From an optimization exercise on the open Yosys and OpenROAD flow, aimed at small area; shortcuts taken in it are not production practice. The RTL was checked by simulation tests, not by an equivalence proof against the original design. Power is estimated from default activity; no workload was simulated.

`constraint.sdc`:
```
create_clock -name core_clock -period 10.0 [get_ports {clk}]
set_input_delay 2.0000 -clock core_clock [delete_from_list [all_inputs] [get_ports {clk}]]
set_output_delay 2.0000 -clock core_clock [all_outputs]
set_load 0.01 [all_outputs]
```
`flow/remap.ys`:
```
# Re-map the combinational logic of the standard synthesis netlist for area.
# The registers (every flip-flop instance, with its name and cell type) are
# kept as they are; only the logic between them is re-mapped by ABC.
read_liberty -overwrite -setattr liberty_cell -unit_delay -wb -ignore_miss_func -ignore_buses @LIB@
read_verilog -noautowire @IN@
hierarchy -top usb_data_buffer
setattr -mod -set keep_hierarchy 1 @SEQ@
flatten -wb
delete t:$specify2 t:$specify3 t:$scopeinfo
opt_clean -purge
opt -fast
abc -script @SCRIPT@ -liberty @LIB@ @DU@
opt_clean -purge
# free upsizing: the stronger cell of the same area
chtype -map sky130_fd_sc_hd__o21ai_0 sky130_fd_sc_hd__o21ai_1 t:sky130_fd_sc_hd__o21ai_0
chtype -map sky130_fd_sc_hd__a21boi_0 sky130_fd_sc_hd__a21boi_1 t:sky130_fd_sc_hd__a21boi_0
chtype -map sky130_fd_sc_hd__and2_0 sky130_fd_sc_hd__and2_1 t:sky130_fd_sc_hd__and2_0
chtype -map sky130_fd_sc_hd__or2_0 sky130_fd_sc_hd__or2_2 t:sky130_fd_sc_hd__or2_0
chtype -map sky130_fd_sc_hd__or2_1 sky130_fd_sc_hd__or2_2 t:sky130_fd_sc_hd__or2_1
chtype -map sky130_fd_sc_hd__inv_1 sky130_fd_sc_hd__inv_2 t:sky130_fd_sc_hd__inv_1
chtype -map sky130_fd_sc_hd__mux2_1 sky130_fd_sc_hd__mux2_2 t:sky130_fd_sc_hd__mux2_1
chtype -map sky130_fd_sc_hd__o311ai_0 sky130_fd_sc_hd__o311ai_1 t:sky130_fd_sc_hd__o311ai_0
chtype -map sky130_fd_sc_hd__a21bo_1 sky130_fd_sc_hd__a21bo_2 t:sky130_fd_sc_hd__a21bo_1
chtype -map sky130_fd_sc_hd__a31o_1 sky130_fd_sc_hd__a31o_2 t:sky130_fd_sc_hd__a31o_1
chtype -map sky130_fd_sc_hd__and4bb_1 sky130_fd_sc_hd__and4bb_2 t:sky130_fd_sc_hd__and4bb_1
chtype -map sky130_fd_sc_hd__o211a_1 sky130_fd_sc_hd__o211a_2 t:sky130_fd_sc_hd__o211a_1
chtype -map sky130_fd_sc_hd__o21ba_1 sky130_fd_sc_hd__o21ba_2 t:sky130_fd_sc_hd__o21ba_1
chtype -map sky130_fd_sc_hd__o221a_1 sky130_fd_sc_hd__o221a_2 t:sky130_fd_sc_hd__o221a_1
chtype -map sky130_fd_sc_hd__or3b_1 sky130_fd_sc_hd__or3b_2 t:sky130_fd_sc_hd__or3b_1
chtype -map sky130_fd_sc_hd__or4b_1 sky130_fd_sc_hd__or4b_2 t:sky130_fd_sc_hd__or4b_1
hilomap -singleton -hicell sky130_fd_sc_hd__conb_1 HI -locell sky130_fd_sc_hd__conb_1 LO
insbuf -buf sky130_fd_sc_hd__buf_1 A X
splitnets
opt_clean -purge
rename -hide w:* i:* o:* %u %d
read_liberty -overwrite -setattr liberty_cell -lib @LIB@
hierarchy -top usb_data_buffer
check -assert
tee -o @STAT@ stat -liberty @LIB@
write_verilog -noattr -nohex -nodec @OUT@
```
`design.v`:
```
package usb_pkg;
  localparam int BUFFER_DEPTH = 64;
  typedef enum logic [1:0] {
    SIZE_1B   = 2'd0,
    SIZE_2B   = 2'd1,
    SIZE_4B   = 2'd2,
    SIZE_RSVD = 2'd3
  } xfer_size_t;
  function automatic logic [2:0] size_bytes(input xfer_size_t size);
    case (size)
      2'd0:    size_bytes = 3'd1;
      2'd1:    size_bytes = 3'd2;
      2'd2:    size_bytes = 3'd4;
      default: size_bytes = 3'd0;
    endcase
  endfunction
endpackage
module usb_buffer_mem
#(
  parameter int DEPTH = usb_pkg::BUFFER_DEPTH,
  localparam int R    = DEPTH / 4
) (
  input  logic           clk,
  input  logic [4*R-1:0] wrSel,
  input  logic [31:0]    wrData,
  input  logic [4*R-1:0] rdSel,
  output logic [31:0]    rdData
);
  logic [7:0] mem [4][R];
  always_ff @(posedge clk) begin
    for (int b = 0; b < 4; b++) begin
      for (int r = 0; r < R; r++) begin
        if (wrSel[R*b + r]) begin
          mem[b][r] <= wrData[8*b +: 8];
        end
      end
    end
  end
  always_comb begin
    rdData = '0;
    for (int b = 0; b < 4; b++) begin
      for (int r = 0; r < R; r++) begin
        rdData[8*b +: 8] = rdData[8*b +: 8] | (mem[b][r] & {8{rdSel[R*b + r]}});
      end
    end
  end
endmodule
module usb_data_buffer
#(
  parameter int DEPTH     = usb_pkg::BUFFER_DEPTH,
  parameter int OCC_WIDTH = $clog2(DEPTH) + 1
) (
  input  logic                 clk,
  input  logic                 rst,
  input  logic                 Clear,
  input  logic                 Store_Host_Data,
  input  logic                 Get_Host_Data,
  input  logic [1:0]           Host_Size,
  input  logic [31:0]          Host_Data_In,
  output logic [31:0]          Host_Data_Out,
  input  logic                 Store_RX_Packet_Data,
  input  logic [7:0]           RX_Packet_Data,
  input  logic                 Get_TX_Packet_Data,
  output logic [7:0]           TX_Packet_Data,
  output logic [OCC_WIDTH-1:0] Buffer_Occupancy,
  output logic                 Buffer_Error
);
  localparam int AW = $clog2(DEPTH);
  localparam int R  = DEPTH / 4;
  localparam int RW = AW - 2;
  logic [AW-1:0]        rdPtr, wrPtr;
  logic [OCC_WIDTH-1:0] occ;
  logic                 errFlag;
  usb_pkg::xfer_size_t hostSize;
  logic [2:0] hostBytes;
  logic       hostSizeBad;
  logic [2:0]         popN, popAcc, pushN, pushAcc;
  logic               popOk, popErr, pushOk, pushErr;
  logic [OCC_WIDTH:0] occAfterPop;
  logic               pushFits;
  assign hostSize    = usb_pkg::xfer_size_t'(Host_Size);
  assign hostBytes   = usb_pkg::size_bytes(hostSize);
  assign hostSizeBad = (hostSize == usb_pkg::SIZE_RSVD);
  always_comb begin
    popN   = 3'd0;
    popOk  = 1'b0;
    popErr = 1'b0;
    if (Get_TX_Packet_Data) begin
      popN   = 3'd1;
      popOk  = (OCC_WIDTH'(popN) <= occ);
      popErr = Get_Host_Data | ~popOk;
    end else if (Get_Host_Data) begin
      popN = hostBytes;
      if (hostSizeBad) begin
        popErr = 1'b1;
      end else begin
        popOk  = (OCC_WIDTH'(popN) <= occ);
        popErr = ~popOk;
      end
    end
    popAcc = popOk ? popN : 3'd0;
  end
  always_comb begin
    pushN       = 3'd0;
    pushOk      = 1'b0;
    pushErr     = 1'b0;
    occAfterPop = {1'b0, occ} - (OCC_WIDTH+1)'(popAcc);
    if (Store_RX_Packet_Data) begin
      pushN = 3'd1;
    end else if (Store_Host_Data) begin
      pushN = hostBytes;
    end
    pushFits = ((occAfterPop + (OCC_WIDTH+1)'(pushN)) <= (OCC_WIDTH+1)'(DEPTH));
    if (Store_RX_Packet_Data) begin
      pushOk  = pushFits;
      pushErr = Store_Host_Data | ~pushFits;
    end else if (Store_Host_Data) begin
      if (hostSizeBad) begin
        pushErr = 1'b1;
      end else begin
        pushOk  = pushFits;
        pushErr = ~pushFits;
      end
    end
    pushAcc = pushOk ? pushN : 3'd0;
  end
  assign wrPtr = rdPtr + occ[AW-1:0];
  logic [1:0]      wo;
  logic [RW-1:0]   wr;
  logic [R-1:0]    wRow;
  logic [3:0]      laneEn, woHot;
  logic [7:0]      lane0;
  logic [4*R-1:0]  wrSel;
  logic [31:0]     bankWrData;
  assign wo     = wrPtr[1:0];
  assign wr     = wrPtr[AW-1:2];
  assign lane0  = Store_RX_Packet_Data ? RX_Packet_Data : Host_Data_In[7:0];
  always_comb begin
    for (int k = 0; k < 4; k++) begin
      laneEn[k] = (3'(k) < pushAcc);
      woHot[k]  = (wo == 2'(k));
    end
    for (int r = 0; r < R; r++) begin
      wRow[r] = (wr == RW'(r));
    end
    bankWrData = '0;
    wrSel      = '0;
    for (int b = 0; b < 4; b++) begin
      for (int k = 0; k < 4; k++) begin
        if (k == 0) begin
          bankWrData[8*b +: 8] = bankWrData[8*b +: 8] | (lane0 & {8{woHot[(b-k)&3]}});
        end else begin
          bankWrData[8*b +: 8] = bankWrData[8*b +: 8] |
                                 (Host_Data_In[8*k +: 8] & {8{woHot[(b-k)&3]}});
        end
      end
      for (int r = 0; r < R; r++) begin
        for (int k = 0; k < 4; k++) begin
          if (((b - k) & 3) > b) begin
            wrSel[R*b + r] = wrSel[R*b + r] |
                             (laneEn[k] & woHot[(b-k)&3] & wRow[(r-1)&(R-1)]);
          end else begin
            wrSel[R*b + r] = wrSel[R*b + r] |
                             (laneEn[k] & woHot[(b-k)&3] & wRow[r]);
          end
        end
      end
    end
  end
  logic [1:0]      ro;
  logic [RW-1:0]   rr;
  logic [R-1:0]    rRow;
  logic [3:0]      rHi;
  logic [4*R-1:0]  rdSel;
  logic [31:0]     bankRdData;
  assign ro = rdPtr[1:0];
  assign rr = rdPtr[AW-1:2];
  always_comb begin
    for (int r = 0; r < R; r++) begin
      rRow[r] = (rr == RW'(r));
    end
    for (int b = 0; b < 4; b++) begin
      rHi[b] = (2'(b) < ro);
      for (int r = 0; r < R; r++) begin
        rdSel[R*b + r] = rHi[b] ? rRow[(r-1)&(R-1)] : rRow[r];
      end
    end
  end
  usb_buffer_mem #(.DEPTH(DEPTH)) u_mem (
    .clk    (clk),
    .wrSel  (wrSel),
    .wrData (bankWrData),
    .rdSel  (rdSel),
    .rdData (bankRdData)
  );
  always_ff @(posedge clk) begin
    if (rst || Clear) begin
      rdPtr   <= '0;
      occ     <= '0;
      errFlag <= 1'b0;
    end else begin
      rdPtr   <= rdPtr + AW'(popAcc);
      occ     <= occ - OCC_WIDTH'(popAcc) + OCC_WIDTH'(pushAcc);
      errFlag <= popErr | pushErr;
    end
  end
  always_comb begin
    Host_Data_Out = '0;
    for (int k = 0; k < 4; k++) begin
      for (int b = 0; b < 4; b++) begin
        if ((occ > OCC_WIDTH'(k)) && (ro == 2'((b - k) & 3))) begin
          Host_Data_Out[8*k +: 8] = Host_Data_Out[8*k +: 8] | bankRdData[8*b +: 8];
        end
      end
    end
  end
  assign TX_Packet_Data   = Host_Data_Out[7:0];
  assign Buffer_Occupancy = occ;
  assign Buffer_Error     = errFlag;
endmodule
```
`flow/area.abc`:
```
strash
&get -n
&deepsyn -T 120
&put
dch -f
amap -F 4 -A 8 -C 1000
strash
dch -f
amap -F 4 -A 8 -C 1000
topo
```
`standard.sh`:
```
#!/bin/bash
# synth_recipe.tcl (not shown) runs the flow's synth.tcl, then flattens the netlist and writes it again
# the make line also repeats each setting of config.mk as NAME=value (left out here)
make -C /OpenROAD-flow-scripts/flow DESIGN_CONFIG=/design/flow/config.mk WORK_HOME=/design/flow/orfs CLKGATE_MAP_FILE= SYNTH_SCRIPT=/design/flow/synth_recipe.tcl "${@:-finish}"
```
`flow/run.sh`:
```
#!/bin/bash
# Standard synthesis, then an area re-map of its combinational logic (the
# registers stay exactly as the standard synthesis made them), then the
# standard layout steps with one small buffer on every port.
set -euo pipefail
R=orfs/results/sky130hd/usb_data_buffer/base
L=orfs/logs/sky130hd/usb_data_buffer/base
LIB=$FLOW_HOME/platforms/sky130hd/lib/sky130_fd_sc_hd__tt_025C_1v80.lib

bash standard.sh synth > synth_standard.log 2>&1
cp $R/1_2_yosys.v synth_standard.v

DU=$(grep -o -- "-dont_use [^ ]*" $L/1_2_yosys.log | sort -u | tr '\n' ' ')
SEQ=$(grep -o "sky130_fd_sc_hd__[a-z0-9_]*" synth_standard.v | sort -u | grep -E "__(e|s)?df|__dl" | sed 's/^/=/' | tr '\n' ' ')
sed -e "s#@LIB@#$LIB#g" -e "s#@DU@#$DU#" -e "s#@SEQ@#$SEQ#" \
    -e "s#@IN@#synth_standard.v#" -e "s#@OUT@#$R/1_2_yosys.v#" \
    -e "s#@SCRIPT@#flow/area.abc#" -e "s#@STAT@#remap_stat.txt#" flow/remap.ys > remap_run.ys
yosys -s remap_run.ys > remap.log 2>&1
rm -f $R/1_synth.odb
bash standard.sh synth > synth_odb.log 2>&1

export CTS_ARGS="-sink_clustering_enable -repair_clock_nets -dont_use_dummy_load -buf_list sky130_fd_sc_hd__clkbuf_8 -sink_clustering_size 16 -sink_clustering_max_diameter 40"
export BUFFER_PORTS_ARGS="-buffer_cell sky130_fd_sc_hd__buf_1"
bash standard.sh ${FLOW_LOCAL_TARGET:-finish} > layout.log 2>&1
```
`config.mk`:
```
export PLATFORM = sky130hd
export DESIGN_NAME = usb_data_buffer
export DESIGN_NICKNAME = usb_data_buffer
export VERILOG_FILES = /design/flow/design.v
export SDC_FILE = /design/flow/constraint.sdc
export NUM_CORES = 4
export LEC_CHECK = 0
export ABC_AREA = 1
export CAP_MARGIN = 20
export CORE_MARGIN = 2
export CORE_UTILIZATION = 75
export GPL_TIMING_DRIVEN = 0
export SLEW_MARGIN = 5
```
==> flow_summary.yaml, run 1 <==
worst_setup_path:
  start_kind: "flip-flop"
  critPathRequiredTime_ps: 8000
  cp_data_arrival_time_ps: 6300
  worstSetupPathType: "flip-flop to output port"
  crit_path_end_kind: "output port"
  worstPathMaxFanout: 34
pwr:
  combPwrFrac_pct: 20.3
  powerDensity_mw_per_mm2: 209
  ir_drop_mv: 0.186
  power.switching_mw: 1.38
  clockPowerShare_pct: 22.0
  p_leak_nw: 6.94
  intPower_mw: 3.37
  netSwitchingFraction_pct: 29.0
  p_seq_share_pct: 57.7
cts:
  ctsResizeCount: 0
  cts_num_sinks: 526
  ctsLongestPathBuffers: 3
  hold_buffers: 0
  path_clk_slew_ps: 80
  htree_levels: 2
  cts_setup_buffers: 0
  clock_latency_ps: 600
  cts-buffers-inserted: 46
  clockRootBuffer: "clkbuf_8"
  cts_tree: "built"
timing:
  hold_viol_final: 0
  fin_hold_ws_ps: 547
  fmax_mhz: 120
  layout_worst_path_cycle_share_pct: 83.0
  finalSetupTns_ps: 0
  min_period_ps: 8300
  report.final.slew_viol_count: 0
  max_slew_margin_pct: 11.4
  finalSetupViolCount: 0
  finClkSkew_ps: 54.1
  rsz0062_at_grt: "no"
  worstMarginPinSlew_ps: 1330
finish:
  final_common_cell: "edfxtp_1"
  fin_cells: 1929
  finalNetCount: 1608
  synthToLayoutAreaGrowth_pct: 9.18
  layout_common_cells: "edfxtp_1 (512), nor2_1 (135), buf_1 (111), a222oi_1 (107)"
  insertedDiodeCount: 0
  drive_above_1_share_pct: 7.71
placed_design:
  port_buffers: 96
  dp_hpwl_mm: 40.7
  dp_cells: 1853
  place_congestion: 1.05
synth:
  syn_nets: 1414
  syn_area_mm2: 0.0208
  syn_avg_cell_area_um2: 15.3
  syn_inst: 1365
  ys_warn_count: 3
floorplan:
  num_rows: 60
  fp.dieW_um: 171
  chipHeight_um: 171
  coreArea_mm2: 0.0271
  ioPinCount: 97
  initial_core_util_pct: 76.8
  die_area_mm2: 0.0291
detailed_routing:
  top_layer: "met4"
  routedWlPerCell_um: 31.6
  vias: 15300
  viasPerCell: 7.91
  first_iter_violations: 3627
  wirelength_met1_mm: 19.6
  wl_mm: 61.0
  met2_length_mm: 27.2
  route.met3.wl_mm: 10.6
  drc: 0
  drt_first_pass_iters: 17
  antenna_left: 0
run:
  max-cap-violations: 0
grt:
  grt_pass1_wl_mm: 86.6
  grt_max_degree: 35
  antenna_found_initial: 0
  grt_overflow: 0
  track_usage_pct: 42.1
  grt_pass1_vias: 14000
hold_path:
  hold_path.class: "flip-flop to flip-flop"
outcome:
  status: "finished clean"
## area by class of cell
class | instances | area, um2
tap | 372 | 465
timing repair buffer | 146 | 801
clock buffer | 46 | 633
multi-input combinational | 763 | 4890
inverter | 61 | 229
sequential | 526 | 15700
fill | 1355 | 4370
buffer | 15 | 56.3
## worst max-delay path: stages, from the launching register on
cell and delay (ps):
dfxtp_1 650, buf_16 240, clkinv_1 750, o22ai_1 1040, clkinv_1 440, nor2_1 700
a22oi_1 190, nand2_1 120, a21oi_1 50, nand3_1 150, nand3b_1 130, a21oi_1 160
o22a_1 340, o22ai_1 400, buf_1 190, buf_1 170
## power groups by stage
stage / sequential, mW / clock, mW / combinational [mW]
6_report: 2.74 / 1.04 / 0.961
5_1_grt: 2.74 / 1.09 / 0.998
4_1_cts: 2.74 / 1.02 / 0.876
3_5_place_dp: 2.79 / 0 / 0.873
3_3_place_gp: 2.78 / 0 / 0.818
2_1_floorplan: 2.77 / 0 / 0.508
## sequential cells by signal (all words and copies together), names as in the netlist
name       flops
occ            7
rdPtr          6
u_mem.mem    512
errFlag        1
## routing by layer
metal  track usage (%)  vias to the layer above
li1                  -                     6160
met1              55.7                     7128
met2              64.4                     1631
met3              14.2                      343
met4              19.2                        0
met5                 0                        -
## stage by stage
stage               total power [mW]  util [%]  worst slack (ps)  area [um2]
floorplan                       3.28         -              3710       20800
global placement                3.60      79.9              1960       21600
detailed placement              3.66      80.7              2100       21900
CTS                             4.63      83.0              2030       22500
global route                    4.83      83.9              1510       22700
finish                          4.74      83.9              1700       22700
## path summary, 6_finish.rpt
path | from | to | slack (ps) | depth (start not counted)
hold / removal | occ[5] | occ[5] | 550 | 2
setup reg to reg | occ[1] | u_mem.mem[44][4] | 3380 | 20
setup / recovery | rdPtr[1] | TX_Packet_Data[2] | 1700 | 15
hold reg to reg | occ[5] | occ[5] | 550 | 2
==> inputs of run 2 (changes only) <==
--- a/flow/run.sh
+++ b/flow/run.sh
@@ -12,10 +12,25 @@
 
 DU=$(grep -o -- "-dont_use [^ ]*" $L/1_2_yosys.log | sort -u | tr '\n' ' ')
 SEQ=$(grep -o "sky130_fd_sc_hd__[a-z0-9_]*" synth_standard.v | sort -u | grep -E "__(e|s)?df|__dl" | sed 's/^/=/' | tr '\n' ' ')
-sed -e "s#@LIB@#$LIB#g" -e "s#@DU@#$DU#" -e "s#@SEQ@#$SEQ#" \
-    -e "s#@IN@#synth_standard.v#" -e "s#@OUT@#$R/1_2_yosys.v#" \
-    -e "s#@SCRIPT@#flow/area.abc#" -e "s#@STAT@#remap_stat.txt#" flow/remap.ys > remap_run.ys
-yosys -s remap_run.ys > remap.log 2>&1
+# the area re-map is run from four random seeds of ABC's &deepsyn at once;
+# the smallest result is kept
+for S in 0 1 2 3; do
+  sed "s/&deepsyn -T 120/\&deepsyn -T 120 -S $S/" flow/area.abc > area_$S.abc
+  sed -e "s#@LIB@#$LIB#g" -e "s#@DU@#$DU#" -e "s#@SEQ@#$SEQ#" \
+      -e "s#@IN@#synth_standard.v#" -e "s#@OUT@#remap_$S.v#" \
+      -e "s#@SCRIPT@#area_$S.abc#" -e "s#@STAT@#remap_stat_$S.txt#" flow/remap.ys > remap_run_$S.ys
+  yosys -s remap_run_$S.ys > remap_$S.log 2>&1 &
+done
+wait
+best=$(for S in 0 1 2 3; do
+  if [[ -s remap_$S.v && -f remap_stat_$S.txt ]]; then
+    echo "$(grep 'Chip area' remap_stat_$S.txt | grep -o '[0-9.]*$') $S"
+  fi
+done | sort -g | head -1 | cut -d' ' -f2)
+echo "kept seed $best" > remap_choice.txt
+cat remap_stat_*.txt | grep "Chip area" >> remap_choice.txt
+cp remap_$best.v $R/1_2_yosys.v
+cp remap_stat_$best.txt remap_stat.txt
 rm -f $R/1_synth.odb
 bash standard.sh synth > synth_odb.log 2>&1
 
--- a/config.mk
+++ b/config.mk
@@ -10,4 +10,4 @@
 export CORE_MARGIN = 2
 export CORE_UTILIZATION = 75
 export GPL_TIMING_DRIVEN = 0
-export SLEW_MARGIN = 5
+export SLEW_MARGIN = 20
==> run 2 against run 1 <==
Still clean; clock skew rose by 0.55 ps; clock power is 5% higher; area after synthesis shrank 0.34%; sequential share of layout area rose by 1.0 points; register-to-register slack barely moved; combinational power decreased by 22%; power fell by 4.8%; critical path depth fell by 1; critical path type unchanged; highest routed layer unchanged.
==> flow_summary.yaml, run 2 <==
outcome:
  status: "finished clean"
placed_design:
  port_buffers: 96
  place_congestion: 1.06
  dp_hpwl_mm: 39.8
  dp_cells: 1800
  dp_slack_ps: 2030
cts:
  hold_buffers: 0
  cts_num_sinks: 526
  cts_tree: "built"
  path_clk_slew_ps: 90
  ctsLongestPathBuffers: 3
  cts_setup_buffers: 0
  htree_levels: 2
  cts-buffers-inserted: 49
  clock_latency_ps: 610
  ctsResizeCount: 0
  clockRootBuffer: "clkbuf_8"
timing:
  fmax_mhz: 119
  hold_viol_final: 0
  finalSetupViolCount: 0
  worstMarginPinSlew_ps: 1230
  fin_hold_ws_ps: 559
  finClkSkew_ps: 54.6
  min_period_ps: 8410
  finalWorstSetupSlack_ps: 1590
  report.final.slew_viol_count: 0
  rsz0062_at_grt: "no"
  max_slew_margin_pct: 18.0
  layout_worst_path_cycle_share_pct: 84.1
  finalSetupTns_ps: 0
hold_path:
  worstHoldStart: "rdPtr[5]"
  hold_path.class: "flip-flop to flip-flop"
  min_path_cells: 1
  hold_path_end: "rdPtr[5]"
run:
  max-cap-violations: 0
pwr:
  ir_drop_mv: 0.153
  powerDensity_mw_per_mm2: 201
  p_leak_nw: 6.75
detailed_routing:
  routedWlPerCell_um: 32.9
  antenna_left: 0
  wl_mm: 61.0
  first_iter_violations: 3927
  viasPerCell: 8.08
  drc: 0
  vias: 15000
  drt_first_pass_iters: 10
worst_setup_path:
  reg2reg_slack_ps: 3380
  reg2reg_to: "u_mem.mem[7][6]"
  start_kind: "flip-flop"
  crit_path_end_kind: "output port"
  worstPathMaxFanout: 36
  worstSetupPathType: "flip-flop to output port"
  worstRegToRegCells: 19
  critPathRequiredTime_ps: 8000
  r2r-start: "occ[2]"
  cp_data_arrival_time_ps: 6410
synth:
  syn_nets: 1407
  syn_area_mm2: 0.0208
  syn_inst: 1358
  syn_avg_cell_area_um2: 15.3
  ys_warn_count: 3
finish:
  largest_reg_flops: 512
  n_fill_cell: 1380
  insertedDiodeCount: 0
  fin_cells: 1852
  finalNetCount: 1562
  layout_common_cells: "edfxtp_1 (512), nor2_1 (128), a222oi_1 (121), nand2_1 (114), buf_1 (111)"
  largest_register: "u_mem.mem"
  synthToLayoutAreaGrowth_pct: 8.00
  drive_above_1_share_pct: 6.29
  reg.largest.list: "u_mem.mem (512), occ (7), rdPtr (6)"
  final_common_cell: "edfxtp_1"
grt:
  grt_overflow: 0
  grt_max_degree: 37
  grt_pass1_vias: 14100
  antenna_found_initial: 0
  grt_pass1_wl_mm: 87.8
  track_usage_pct: 42.7
floorplan:
  chipHeight_um: 170
  initial_core_util_pct: 76.8
  num_rows: 60
  fp.dieW_um: 170
  die_area_mm2: 0.0290
  coreArea_mm2: 0.0270
  ioPinCount: 97
run 2: cell type report:
class                      count  area [um2]  share of cell area (%)
tap                          341         427                    1.90
buffer                        15        56.3                   0.251
timing repair buffer         104         432                    1.93
multi-input combinational    767        4980                    22.2
clock buffer                  49         674                    3.01
inverter                      50         188                   0.837
sequential                   526       15700                    69.9
run 2: worst max-delay path by stage:
| stage | slack [ps] | endpoint | from | cells after the start |
|---|---|---|---|---|
| after detailed placement | 2030 | TX_Packet_Data[2] | rdPtr[1] | 14 |
| after floorplan | 3650 | TX_Packet_Data[1] | rdPtr[1] | 15 |
| after CTS | 1390 | TX_Packet_Data[6] | rdPtr[1] | 14 |
| after global routing | 1340 | TX_Packet_Data[6] | rdPtr[1] | 14 |
| final | 1590 | TX_Packet_Data[6] | rdPtr[1] | 14 |
| after global placement | 1360 | TX_Packet_Data[0] | rdPtr[1] | 14 |
run 2: worst max-delay path, stage by stage (launching register included):
cell and delay [ps]:
dfxtp_2 790, clkinv_1 1010, o22ai_1 450, clkinv_1 330, o22ai_1 320, clkinv_1 250
nand2_1 220, nor2_1 260, a222oi_1 460, nand3_1 150, nor4_1 930, o22a_1 280
o22ai_1 120, buf_1 140, buf_1 110
run 2: report_power, final:
part           switching, mW  internal (mW)
Combinational          0.578          0.176
Clock                  0.651          0.436
Sequential            0.0272           2.65
Total                   1.26           3.26
run 2: layer usage:
| layer | GRT usage, % | wire (um) |
|---|---|---|
| met4 | 20.0 | 3490 |
| met3 | 14.3 | 10200 |
| met1 | 56.6 | 19800 |
| met2 | 65.0 | 27500 |
| met5 | 0 | 0 |
run 2: metrics by stage:
stage	power, mW	cell area, um2	util, %
2_1_floorplan	3.12	20800	-
3_5_place_dp	3.43	21600	80.1
6_report	4.51	22400	82.9
4_1_cts	4.45	22300	82.6
3_3_place_gp	3.39	21500	79.7
5_1_grt	4.60	22400	82.9
==> inputs of run 3 (changes only) <==
--- a/flow/run.sh
+++ b/flow/run.sh
@@ -12,17 +12,22 @@
 
 DU=$(grep -o -- "-dont_use [^ ]*" $L/1_2_yosys.log | sort -u | tr '\n' ' ')
 SEQ=$(grep -o "sky130_fd_sc_hd__[a-z0-9_]*" synth_standard.v | sort -u | grep -E "__(e|s)?df|__dl" | sed 's/^/=/' | tr '\n' ' ')
-# the area re-map is run from four random seeds of ABC's &deepsyn at once;
-# the smallest result is kept
-for S in 0 1 2 3; do
-  sed "s/&deepsyn -T 120/\&deepsyn -T 120 -S $S/" flow/area.abc > area_$S.abc
+# the area re-map is run from eight starts of ABC's &deepsyn (four random
+# seeds, each with and without two-input LUTs), four at a time; the smallest
+# result is kept
+run_remap() {
+  local C=$1 OPTS=$2
+  sed "s/&deepsyn -T 120/\&deepsyn -T 120 $OPTS/" flow/area.abc > area_$C.abc
   sed -e "s#@LIB@#$LIB#g" -e "s#@DU@#$DU#" -e "s#@SEQ@#$SEQ#" \
-      -e "s#@IN@#synth_standard.v#" -e "s#@OUT@#remap_$S.v#" \
-      -e "s#@SCRIPT@#area_$S.abc#" -e "s#@STAT@#remap_stat_$S.txt#" flow/remap.ys > remap_run_$S.ys
-  yosys -s remap_run_$S.ys > remap_$S.log 2>&1 &
-done
+      -e "s#@IN@#synth_standard.v#" -e "s#@OUT@#remap_$C.v#" \
+      -e "s#@SCRIPT@#area_$C.abc#" -e "s#@STAT@#remap_stat_$C.txt#" flow/remap.ys > remap_run_$C.ys
+  yosys -s remap_run_$C.ys > remap_$C.log 2>&1
+}
+for S in 0 1 2 3; do run_remap $S "-S $S" & done
 wait
-best=$(for S in 0 1 2 3; do
+for S in 0 1 2 3; do run_remap $((S + 4)) "-t -S $S" & done
+wait
+best=$(for S in 0 1 2 3 4 5 6 7; do
   if [[ -s remap_$S.v && -f remap_stat_$S.txt ]]; then
     echo "$(grep 'Chip area' remap_stat_$S.txt | grep -o '[0-9.]*$') $S"
   fi
==> run 3 against run 2 <==
Maximum frequency increased by 3.4%; die area decreased by 0.46%; sequential power fell by 2%; critical endpoint is now TX_Packet_Data[7].
==> flow_summary.yaml, run 3 <==
worst_setup_path:
  cp_data_arrival_time_ps: 6130
  worstPathMaxFanout: 39
  reg2reg_slack_ps: 3260
  r2r-start: "rdPtr[1]"
  worstRegToRegCells: 10
  critPathRequiredTime_ps: 8000
  cp_num_buf_inv: 3
  critPathTopFamily: "compound AO/OA/AOI/OAI gates"
  crit_path_end_kind: "output port"
  cp-endpoint: "TX_Packet_Data[7]"
  reg2reg_to: "u_mem.mem[9][0]"
  crit_start: "rdPtr[1]"
  crit_slowest_cell: "clkinv_1"
  crit_chain: "clkinv_1 > o22ai_1 > o22ai_1 > nand3b_1 > nor2_1 > a222oi_1 > nand2_1 > a21oi_1 > nand4_1 > o22ai_1 > o22ai_1 > buf_1 > buf_1"
  worstSetupPathType: "flip-flop to output port"
  timing.critical_path.mode_cell: "o22ai_1"
  max_stage_delay_ps: 990
  worst-path-stages: 13
  start_kind: "flip-flop"
grt:
  grt_pass1_wl_mm: 86.4
  grt_max_degree: 40
  grt_overflow: 0
  antenna_found_initial: 2
  grt_pass1_vias: 13700
  track_usage_pct: 42.0
pwr:
  finalPower_mw: 4.32
  ir_drop_mv: 0.195
  powerDensity_mw_per_mm2: 193
  p_leak_nw: 6.60
timing:
  report.final.slew_viol_count: 0
  finalSetupTns_ps: 0
  hold_viol_final: 0
  min_period_ps: 8130
  finalWorstSetupSlack_ps: 1870
  fmax_mhz: 123
  worstMarginPinSlew_ps: 1190
  layout_worst_path_cycle_share_pct: 81.3
  finClkSkew_ps: 52.8
  rsz0062_at_grt: "no"
  max_slew_margin_pct: 20.5
  finalSetupViolCount: 0
floorplan:
  ioPinCount: 97
  coreArea_mm2: 0.0270
  num_rows: 60
  initial_core_util_pct: 76.4
  chipHeight_um: 170
  fp.dieW_um: 170
  die_area_mm2: 0.0289
cts:
  clock_latency_ps: 600
  htree_levels: 2
  cts-buffers-inserted: 49
  ctsResizeCount: 0
  clockRootBuffer: "clkbuf_8"
  cts_setup_buffers: 0
  hold_buffers: 0
  cts_tree: "built"
  path_clk_slew_ps: 90
  ctsLongestPathBuffers: 3
  cts_num_sinks: 526
synth:
  syn_avg_cell_area_um2: 15.4
  syn_area_mm2: 0.0207
  syn_inst: 1340
  ys_warn_count: 3
  syn_nets: 1389
placed_design:
  dp_cells: 1780
  dp_hpwl_mm: 39.6
  dp_slack_ps: 2140
  place_congestion: 0.983
  port_buffers: 96
detailed_routing:
  first_iter_violations: 3484
  drc: 0
  drt_first_pass_iters: 9
  antenna_left: 0
  wl_mm: 60.6
  viasPerCell: 8.12
  routedWlPerCell_um: 33.0
  vias: 14900
hold_path:
  hold_path.class: "flip-flop to flip-flop"
finish:
  final_common_cell: "edfxtp_1"
  drive_above_1_share_pct: 6.56
  finalNetCount: 1544
  largest_reg_flops: 512
  largest_register: "u_mem.mem"
  reg.largest.list: "u_mem.mem (512), occ (7), rdPtr (6)"
  post-route-util_pct: 82.8
  synthToLayoutAreaGrowth_pct: 8.32
  layout_common_cells: "edfxtp_1 (512), nor2_1 (125), o22ai_1 (120), buf_1 (111), a222oi_1 (110)"
  fin_cells: 1836
outcome:
  status: "finished clean"
run:
  max-cap-violations: 0
==> run 3: worst min-delay path by stage <==
stage | slack (ps) | end | depth (start not counted) | start
finish | 550 | rdPtr[5] | 1 | rdPtr[5]
global route | 590 | occ[4] | 2 | occ[4]
CTS | 550 | rdPtr[5] | 1 | rdPtr[5]
detailed placement | 540 | rdPtr[5] | 1 | rdPtr[5]
global placement | 510 | rdPtr[5] | 1 | rdPtr[5]
floorplan | 480 | occ[4] | 2 | occ[4]
==> run 3: metrics by stage <==
step                hold WS, ps  cell area, um2
floorplan                   483           20700
global placement            513           21400
detailed placement          542           21600
CTS                         549           22200
global route                587           22400
finish                      554           22400
==> run 3: metal layers <==
layer | vias to the layer above | track usage (%) | part of all wire [%]
li1 | 6037 | - | -
met1 | 6961 | 56.1 | 32
met2 | 1615 | 63.9 | 46
met3 | 300 | 12.7 | 17
met4 | 0 | 21.2 | 5.8
met5 | - | 0 | 0
==> run 3: area by class of cell <==
type | instances | area (um2)
clock buffers | 49 | 674
flip-flops and latches | 526 | 15700
multi-input cells | 738 | 4900
diodes | 2 | 5.00
repair buffers | 104 | 428
well taps | 341 | 427
inverters | 61 | 229
fillers | 1395 | 4650
plain buffers | 15 | 56.3
==> run 3: where the power goes <==
part	leakage (nW)	total, mW	internal (mW)	switching, mW
Sequential	4.74	2.62	2.60	0.0202
Clock	0.352	1.10	0.436	0.659
Combinational	1.51	0.604	0.134	0.470
Total	6.60	4.32	3.17	1.15

-- separate check: timing with driven ports --
How much do the figures lean on ideal ports? The routed layouts below were timed once more, with nothing changed but the port constraints. Step 1, drivers: a clkbuf_16 drives clk and a buf_2 each remaining input, both assumed. Step 2 moves the port delays by t, midway between the first and last clock arrival at a register: inputs arrive t later, outputs are due t later. That takes back most of the time a late clock gives input paths. Slacks: no drivers / after step 1 / after step 2; pairs: no drivers / after step 1.
run | shift t [ns] | setup WS [ns] | slew at the worst register clock pin (ns)
run 1 | 0.611 | 1.700 / 1.651 / 1.736 | 0.10 / 0.10
run 2 | 0.632 | 1.585 / 1.536 / 2.168 | 0.10 / 0.10
run 3 | 0.632 | 1.866 / 1.815 / 1.949 | 0.10 / 0.10
After both steps every run listed still meets setup and hold.
